Source: an optimization exercise on an open RTL-to-GDS flow (aim: small area, a short achievable clock period and few clock cycles). Production flows keep margins and buffers that such runs may drop. Function was checked by simulation only, so behaviour that the tests miss may differ from the original. Power figures rest on the tool's default switching activity, not on a simulated workload.

==> flow/design.v <==
package pls_pkg;
    typedef enum logic [1:0] {
        CMD_INSERT = 2'd0,
        CMD_DELETE = 2'd1,
        CMD_LENGTH = 2'd2,
        CMD_STREAM = 2'd3
    } t_cmd;
    typedef enum logic [1:0] {
        ST_OK      = 2'd0,
        ST_BAD_POS = 2'd1,
        ST_EMPTY   = 2'd2,
        ST_FULL    = 2'd3
    } t_status;
    typedef struct packed {
        t_cmd               command;
        logic [5:0]         position;
        logic signed [31:0] value;
    } t_request;
    typedef struct packed {
        t_status            status;
        logic signed [31:0] entry;
        logic [6:0]         length;
        logic               last;
    } t_result;
    typedef enum logic [1:0] {
        MV_HOLD  = 2'd0,    
        MV_LEFT  = 2'd1,    
        MV_RIGHT = 2'd2,    
        MV_NEW   = 2'd3     
    } t_move;
endpackage
module pls_step #(
    parameter int SLOT = 0
) (
    input  logic       i_ins,       
    input  logic       i_del,       
    input  logic       i_rot,       
    input  logic [5:0] i_pos,       
    input  logic [5:0] i_count,     
    output logic [3:0] o_sel        
);
    logic w_below;    
    logic w_at;       
    logic w_tail;     
    logic w_inlist;   
    logic w_l, w_r, w_n;
    assign w_below = (6'(SLOT + 1) < i_pos);
    assign w_at    = (6'(SLOT + 1) == i_pos);
    assign w_tail  = (6'(SLOT + 1) >= i_count);
    assign w_inlist = (6'(SLOT) <= i_count);
    assign w_n = (i_rot && w_tail) || (i_ins && w_at && w_inlist);
    assign w_r = (i_rot && !w_tail) || (i_del && !w_below);
    assign w_l = i_ins && !w_below && !w_at;
    assign o_sel = {w_n, w_r, w_l, !(w_n || w_r || w_l)};
endmodule
import pls_pkg::*;
module pls_ram #(
    parameter int DEPTH = 32
) (
    input  logic                     i_clk,
    input  logic [4*DEPTH-1:0]       i_sel,     
    input  logic signed [31:0]       i_new,
    output logic signed [31:0]       o_head     
);
    logic signed [31:0] r_mem [DEPTH];
    for (genvar j = 0; j < DEPTH; j++) begin : g_slot
        logic signed [31:0] w_left, w_right;
        logic               w_h, w_l, w_r, w_n;
        assign w_left  = (j == 0)         ? r_mem[0]         : r_mem[(j == 0) ? 0 : j - 1];
        assign w_right = (j == DEPTH - 1) ? r_mem[DEPTH - 1] : r_mem[(j == DEPTH - 1) ? j : j + 1];
        assign w_h = i_sel[4*j + 0];
        assign w_l = i_sel[4*j + 1];
        assign w_r = i_sel[4*j + 2];
        assign w_n = i_sel[4*j + 3];
        always_ff @(posedge i_clk) begin
            r_mem[j] <= ({32{w_h}} & r_mem[j]) | ({32{w_l}} & w_left)
                      | ({32{w_r}} & w_right)  | ({32{w_n}} & i_new);
        end
    end
    assign o_head = r_mem[0];
endmodule
import pls_pkg::*;
module pls_ctrl
#(
    parameter int CAPACITY = 32
) (
    input  logic                      i_clk,
    input  logic                      i_rst_n,
    input  logic                      i_start,
    input  pls_pkg::t_request         i_req,
    output logic                      o_busy,
    output logic                      o_strobe,
    output pls_pkg::t_result          o_result,
    output logic [4*CAPACITY-1:0]     o_sel,
    output logic signed [31:0]        o_new,
    input  logic signed [31:0]        i_head
);
    logic [5:0]         r_count;
    logic [5:0]         r_count_p1;   
    logic [5:0]         r_count_m1;   
    logic               r_full;       
    logic               r_empty;      
    logic               r_res;        
    pls_pkg::t_status   r_status;     
    logic signed [31:0] r_value;
    logic [5:0]         r_rem;        
    logic               r_busy;       
    logic               r_rem_gt2;    
    logic               r_cnt_gt1;    
    logic               w_rot_nx;     
    logic               w_busy_nx;
    logic               r_strobe;
    pls_pkg::t_result   r_result;
    logic               w_take;
    logic               w_pos_zero, w_full, w_empty, w_ins_fit, w_del_fit;
    logic               w_ins_ok, w_del_ok, w_str_ok;
    logic               w_ins_go, w_del_go;
    pls_pkg::t_status   w_status;
    logic [5:0]         w_rem;
    logic               w_rot;
    assign w_take = i_start && !r_busy;
    assign w_pos_zero = (i_req.position == 6'd0);
    assign w_full     = r_full;
    assign w_empty    = r_empty;
    assign w_ins_fit  = (i_req.position <= r_count_p1);
    assign w_del_fit  = (i_req.position <= r_count);
    assign w_ins_ok   = (i_req.command == CMD_INSERT) && !w_full  && !w_pos_zero && w_ins_fit;
    assign w_del_ok   = (i_req.command == CMD_DELETE) && !w_empty && !w_pos_zero && w_del_fit;
    assign w_str_ok   = (i_req.command == CMD_STREAM) && !w_empty;
    assign w_ins_go   = (i_req.command == CMD_INSERT) && !w_full  && !w_pos_zero;
    assign w_del_go   = (i_req.command == CMD_DELETE) && !w_empty && !w_pos_zero;
    always_comb begin
        w_status = ST_OK;
        unique case (i_req.command)
            CMD_INSERT: begin
                if (w_full)                        w_status = ST_FULL;
                else if (w_pos_zero || !w_ins_fit) w_status = ST_BAD_POS;
            end
            CMD_DELETE: begin
                if (w_empty)                       w_status = ST_EMPTY;
                else if (w_pos_zero || !w_del_fit) w_status = ST_BAD_POS;
            end
            CMD_STREAM: begin
                if (w_empty)                       w_status = ST_EMPTY;
            end
            default: ;
        endcase
    end
    always_ff @(posedge i_clk) begin
        if (!i_rst_n) begin
            r_count    <= 6'd0;
            r_count_p1 <= 6'd1;
            r_count_m1 <= 6'd63;
            r_full     <= 1'b0;
            r_empty    <= 1'b1;
            r_cnt_gt1  <= 1'b0;
        end else if (w_take && w_ins_ok) begin
            r_count    <= r_count_p1;
            r_count_p1 <= r_count_p1 + 6'd1;
            r_count_m1 <= r_count;
            r_full     <= (r_count_p1 == 6'(CAPACITY));
            r_empty    <= 1'b0;
            r_cnt_gt1  <= !r_empty;
        end else if (w_take && w_del_ok) begin
            r_count    <= r_count_m1;
            r_count_p1 <= r_count;
            r_count_m1 <= r_count_m1 - 6'd1;
            r_full     <= 1'b0;
            r_empty    <= (r_count_m1 == 6'd0);
            r_cnt_gt1  <= (r_count_m1 > 6'd1);
        end
    end
    always_comb begin
        w_rem = 6'd0;
        if (r_rem > 6'd1) begin
            w_rem = r_rem - 6'd1;
        end else if (w_take && w_str_ok) begin
            w_rem = r_count;
        end
    end
    assign w_rot = r_rot;
    assign w_rot_nx  = r_busy || (i_start && w_str_ok);
    assign w_busy_nx = r_rem_gt2 || (!r_busy && i_start && w_str_ok && r_cnt_gt1);
    logic [4*CAPACITY-1:0] w_sel, r_sel;
    logic                  r_rot;
    for (genvar j = 0; j < CAPACITY; j++) begin : g_move
        pls_step #(
            .SLOT (j)
        ) u_step (
            .i_ins   (w_take && w_ins_go),
            .i_del   (w_take && w_del_go),
            .i_rot   (w_rot_nx),
            .i_pos   (i_req.position),
            .i_count (r_count),
            .o_sel   (w_sel[4*j +: 4])
        );
    end
    for (genvar j = 0; j < CAPACITY; j++) begin : g_selr
        always_ff @(posedge i_clk) begin
            r_sel[4*j+1 +: 3] <= w_sel[4*j+1 +: 3];
        end
        assign r_sel[4*j] = !(r_sel[4*j+1] || r_sel[4*j+2] || r_sel[4*j+3]);
    end
    always_ff @(posedge i_clk) begin
        if (!i_rst_n) begin
            r_rot <= 1'b0;
        end else begin
            r_rot <= w_rot_nx;
        end
    end
    assign o_sel = r_sel;
    assign o_new = w_rot ? i_head : r_value;
    always_ff @(posedge i_clk) begin
        r_value  <= i_req.value;
        r_status <= w_status;
    end
    always_ff @(posedge i_clk) begin
        if (!i_rst_n) begin
            r_res    <= 1'b0;
            r_rem    <= '0;
            r_busy   <= 1'b0;
            r_rem_gt2 <= 1'b0;
            r_strobe <= 1'b0;
        end else begin
            r_res    <= w_take && !w_str_ok;
            r_rem    <= w_rem;
            r_busy   <= w_busy_nx;
            r_rem_gt2 <= (w_rem > 6'd2);
            r_strobe <= r_res || w_rot;
        end
    end
    always_ff @(posedge i_clk) begin
        r_result.status <= w_rot ? ST_OK : r_status;
        r_result.entry  <= w_rot ? i_head : '0;
        r_result.length <= 7'(r_count);
        r_result.last   <= !w_rot || (r_rem == 6'd1);
    end
    assign o_busy   = r_busy;
    assign o_strobe = r_strobe;
    assign o_result = r_result;
endmodule
import pls_pkg::*;
module positional_list_store_top
#(
    parameter int CAPACITY = 32
) (
    input  logic        i_clk,
    input  logic        i_rst_n,
    input  logic        start,
    input  logic [39:0] i_item,
    output logic        busy,
    output logic        o_strobe,
    output logic [41:0] o_result
);
    logic [4*CAPACITY-1:0] w_sel;
    logic signed [31:0]    w_new;
    logic signed [31:0]    w_head;
    pls_pkg::t_request     w_req;
    pls_pkg::t_result      w_result;
    assign w_req    = i_item;
    assign o_result = w_result;
    pls_ctrl #(
        .CAPACITY (CAPACITY)
    ) u_ctrl (
        .i_clk    (i_clk),
        .i_rst_n  (i_rst_n),
        .i_start  (start),
        .i_req    (w_req),
        .o_busy   (busy),
        .o_strobe (o_strobe),
        .o_result (w_result),
        .o_sel    (w_sel),
        .o_new    (w_new),
        .i_head   (w_head)
    );
    pls_ram #(
        .DEPTH (CAPACITY)
    ) u_ram (
        .i_clk  (i_clk),
        .i_sel  (w_sel),
        .i_new  (w_new),
        .o_head (w_head)
    );
endmodule
==> flow/run.sh <==
#!/bin/bash
# synth_recipe.tcl (not shown) runs the flow's synth.tcl, then flattens the netlist and writes it again
# the make line also repeats each setting of config.mk as NAME=value (left out here)
make -C /OpenROAD-flow-scripts/flow DESIGN_CONFIG=/design/flow/config.mk WORK_HOME=/design/flow/orfs CLKGATE_MAP_FILE= SYNTH_SCRIPT=/design/flow/synth_recipe.tcl finish
==> flow/config.mk <==
export PLATFORM = sky130hd
export DESIGN_NAME = positional_list_store_top
export DESIGN_NICKNAME = positional_list_store_top
export VERILOG_FILES = /design/flow/design.v
export SDC_FILE = /design/flow/constraint.sdc
export NUM_CORES = 4
export LEC_CHECK = 0
export CAP_MARGIN = 10
export CORE_MARGIN = 2
export CORE_UTILIZATION = 40
export CTS_CLUSTER_DIAMETER = 100
export CTS_CLUSTER_SIZE = 20
export PLACE_DENSITY = 0.45
export SETUP_SLACK_MARGIN = 3.0
export SLEW_MARGIN = 10
==> flow/constraint.sdc <==
create_clock -name core_clock -period 5.0 [get_ports {i_clk}]
set_input_delay 1.0000 -clock core_clock [delete_from_list [all_inputs] [get_ports {i_clk}]]
set_output_delay 1.0000 -clock core_clock [all_outputs]
set_load 0.01 [all_outputs]
==> run notes <==
setup TNS - 0 ns
hold path cells - 2
CTS sink cnt - 1227
# setup viols final - 0
fill cell count - 11600
H-Tree Level Count - 3
Final Skew - 0.0228 ns
PD cells - 620 nW/um^2
global-route wire length before repair - 275000 um
Worst path slowest cell - o32a_1
post-detail-place hpwl - 123000 um
vias in the first global route - 40400
Clock Latency Late Sink - 0.68 ns
async set-reset flop share out of synthesis - 0%
commonest register cell after synthesis - dfxtp_1
Post-Route WL - 184000 um
category of the most critical setup path - input port to flip-flop
Reg2Reg Depth - 10
number of flops mapped to enable cells by yosys - 0
area grow syn2layout - 11.5%
Crit Path Max Fanout - 5
Total Routing Usage GR - 28.7%
TritonCTS clock tree - done
Mean Syn Cell Area - 8.83 um^2
status - timing/DRC/antenna clean
drt drc - 0
worst vdd ir - 327 uV
RSZ-0062 raised after global routing - true
share of Yosys cell area claimed by the top area cell type - 51.0%
#FFs+latches synth - 1227
maxcap violations - 0
Slew Viols, Final - 0
die span in x - 351 um
Pre-antenna DRT Iters - 11
Max Freq - 456 MHz
CTS clk-pin slew, worst paths - 0.09 ns
Critical Path Start Type - input port
Cell Area, Synth - 48200 um^2
fin util - 44.9%
Final Non-Filler Cells - 6857
CP delay by family, top - compound AO/OA/AOI/OAI gates
Unique masters post-synth - 68
crit-path cells - buf_6 > buf_8 > ha_4 > nand4_1 > a21oi_4 > o32a_1 > nor2_4 > buf_6 > buf_6 > mux2_4 > o22ai_2
Worst Max-Slew Pin Slew - 1.03 ns
share of cells above drive strength 1 - 10.7%
Cells after Synth - 5458
Top Ports - 87
Final Cycle Share - 43.8%
CP Depth - 11
row cnt - 127
post-DR wirelength/cell - 26.8 um
crit path DAT - 2.80 ns
Inserted Clock Buffers - 71
number of antenna violations at the first check in global routing - 0
post-synthesis sequential area ratio - 51.0%
clk buf depth - 3
endpoint type of the worst setup path - flip-flop
Rel. slew slack - 30.9%
Final Critical Period - 2.19 ns
PortBufs - 85
most frequent cell after synthesis - nand2_1
Pleak - 23.4 nW
synth warn - 35
via count - 43200
Starting DRT DRC Count - 7493
CTS Root Cell - clkbuf_16
final hold slack - 0.441 ns
Nets - 5296
slowest stage delay, CP - 0.28 ns
Worst Hold Class - flip-flop to flip-flop
die height - 351 um
count of final hold-check violations - 0
Crit path required time - 5.61 ns
Crit path top cell by count - buf_6
grt ovf - 0
routability cong. - 0.856
Synth area leaders - dfxtp_1 (51%), a222oi_1 (20%), nand2_1 (15%)
Core Area - 120000 um^2
leading area contributor after synthesis - dfxtp_1
placed cells - 6694
total die area - 123000 um^2
Post-synth top cells - nand2_1 (1937), dfxtp_1 (1227), a222oi_1 (977), clkbuf_1 (589), nor2_1 (106)
remaining antenna violation count after routing - 0
largest net degree at the start of global routing - 51
Vias/cell - 6.30
buffer and inverter count on the worst path - 4
initial core utilization - 40.3%
final timing paths:
path	startpoint	end	slack [ns]
hold / removal	u_ctrl.r_res$_SDFF_PN0_	u_ctrl.r_strobe$_SDFF_PN0_	0.44
hold reg to reg	u_ctrl.r_res$_SDFF_PN0_	u_ctrl.r_strobe$_SDFF_PN0_	0.44
setup / recovery	i_item[34]	u_ctrl.r_count_p1[2]$_SDFFE_PN0P_	2.81
setup reg to reg	u_ctrl.r_count[4]$_SDFFE_PN0P_	u_ctrl.r_count_p1[2]$_SDFFE_PN0P_	2.85
metrics by stage:
step | instance area, um^2 | total power, mW | worst slack (ns)
after detailed placement | 50300 | 27.1 | 1.00
after global routing | 53700 | 35.3 | 2.78
after floorplan | 48500 | 22.8 | 2.47
after global placement | 50300 | 26.8 | 0.978
final | 53700 | 33.3 | 2.81
after CTS | 53300 | 33.3 | 2.80
layout make-up:
| type | instances | area (um^2) | area share, % |
|---|---|---|---|
| Multi-Input combinational cell | 3532 | 21900 | 40.8 |
| Timing Repair Buffer | 312 | 2800 | 5.22 |
| Clock buffer | 76 | 1890 | 3.52 |
| Inverter | 91 | 374 | 0.696 |
| Antenna cell | 2 | 5.00 | 0.00932 |
| Tap cell | 1612 | 2020 | 3.75 |
| Clock inverter | 5 | 40.0 | 0.0745 |
| Sequential cell | 1227 | 24700 | 45.9 |
what timing repair did:
action,in CTS,in global routing
buffers inserted,52,18
hold buffers,0,0
gates cloned,9,1
resized for setup,394,62
pin swaps,34,24
endpoints found under the setup margin,834,289
endpoints found under the hold margin,0,0
power by group:
group          switching (mW)  internal, mW  leakage, nW
Combinational            5.12          3.47         12.1
Clock                    3.42          2.71        0.953
Sequential               4.56          14.0         10.3
worst register-to-register path: cells and delay by family (launching register included):
family	cells	cell delay (ns)
AO/OA/AOI/OAI	3	0.57
adder cells (fa/ha/maj)	1	0.28
buffers and inverters	3	0.35
flip-flops	1	0.37
multiplexers	1	0.26
AND/OR/NAND/NOR	2	0.26
metal layers:
metal	routed length, um	share of wire [%]	up-vias	GRT usage (%)
met2	87900	48	1537	48.4
li1	-	-	20100	-
met4	8490	4.6	0	13.1
met5	0	0	-	0
met1	77100	42	21300	36.6
met3	10100	5.5	313	3.73
flip-flops by register name, summed over array words and instances (netlist names), 2 cells and up:
name and flops:
u_ctrl.r_rem 6, u_ctrl.r_count_m1 6, u_ctrl.r_sel 96, u_ram.r_mem 1024, u_ctrl.r_value 32, u_ctrl.r_count_p1 6, u_ctrl.r_count 6, u_ctrl.r_status 2
u_ctrl.r_result 41
kinds of logic (layout without fill, tap and decap cells):
| kind of cell | count (synthesis) | count (layout) | share of synthesized area, % |
|---|---|---|---|
| compound gates | 1307 | 1311 | 25.1 |
| xor+xnor | 4 | 4 | 0.0727 |
| fa+ha+maj | 18 | 18 | 0.468 |
| buf+inv | 709 | 484 | 5.62 |
| flops | 1227 | 1227 | 51.0 |
| mux | 3 | 3 | 0.0675 |
| other cells | 1 | 4 | 0.00778 |
| simple gates | 2189 | 2194 | 17.7 |
placed cells by master, fill, tap and decap left out, types with 6 or more instances in the layout:
master,instances
nand2_1,1934
dfxtp_1,1173
a222oi_1,977
buf_4,191
nor2_1,97
a21oi_1,84
inv_1,81
clkbuf_16,75
buf_6,54
a221o_1,48
dfxtp_2,46
and2_1,36
o21ai_0,33
clkdlybuf4s50_1,33
o22ai_1,28
nor3_2,24
a21o_1,21
a21o_4,18
a31oi_1,14
buf_2,14
nor3_4,13
nand3_1,13
o31ai_1,11
buf_12,11
ha_4,10
ha_1,8
dfxtp_4,8
nor2_4,7
o21ai_1,7
nor2b_1,7
nor3_1,7
inv_6,6
nand2b_1,6
a21oi_4,6
o32ai_1,6
buf_8,6
Testbench counts, summed over its fixed seeds: cycles 5,065.

[what the ideal ports hide]
No port has a modelled driver above. Below, the same layout with a new extraction and two added sets of constraints. Step 1, drivers: a clkbuf_16 drives i_clk and a buf_2 each remaining input, both assumed. Step 2 adds t to the input delays and takes it off the output delays; t is the mean of the earliest and latest rising clock arrival at the registers after step 1. Input paths then give back, and output paths get back, about the clock's delay inside the block. a / b / c = ideal ports / drivers / drivers and shift; a / b = the first two.
t, ns: 0.746
setup WS [ns]: 2.809 / 2.769 / 2.106
hold slack, ns: 0.441 / 0.441 / 0.441
pins driven straight from the clock port: 1
After both steps setup and hold are still met in this run. The setup slack of this run moves by -0.040 ns with the drivers and by -0.703 ns with both steps.
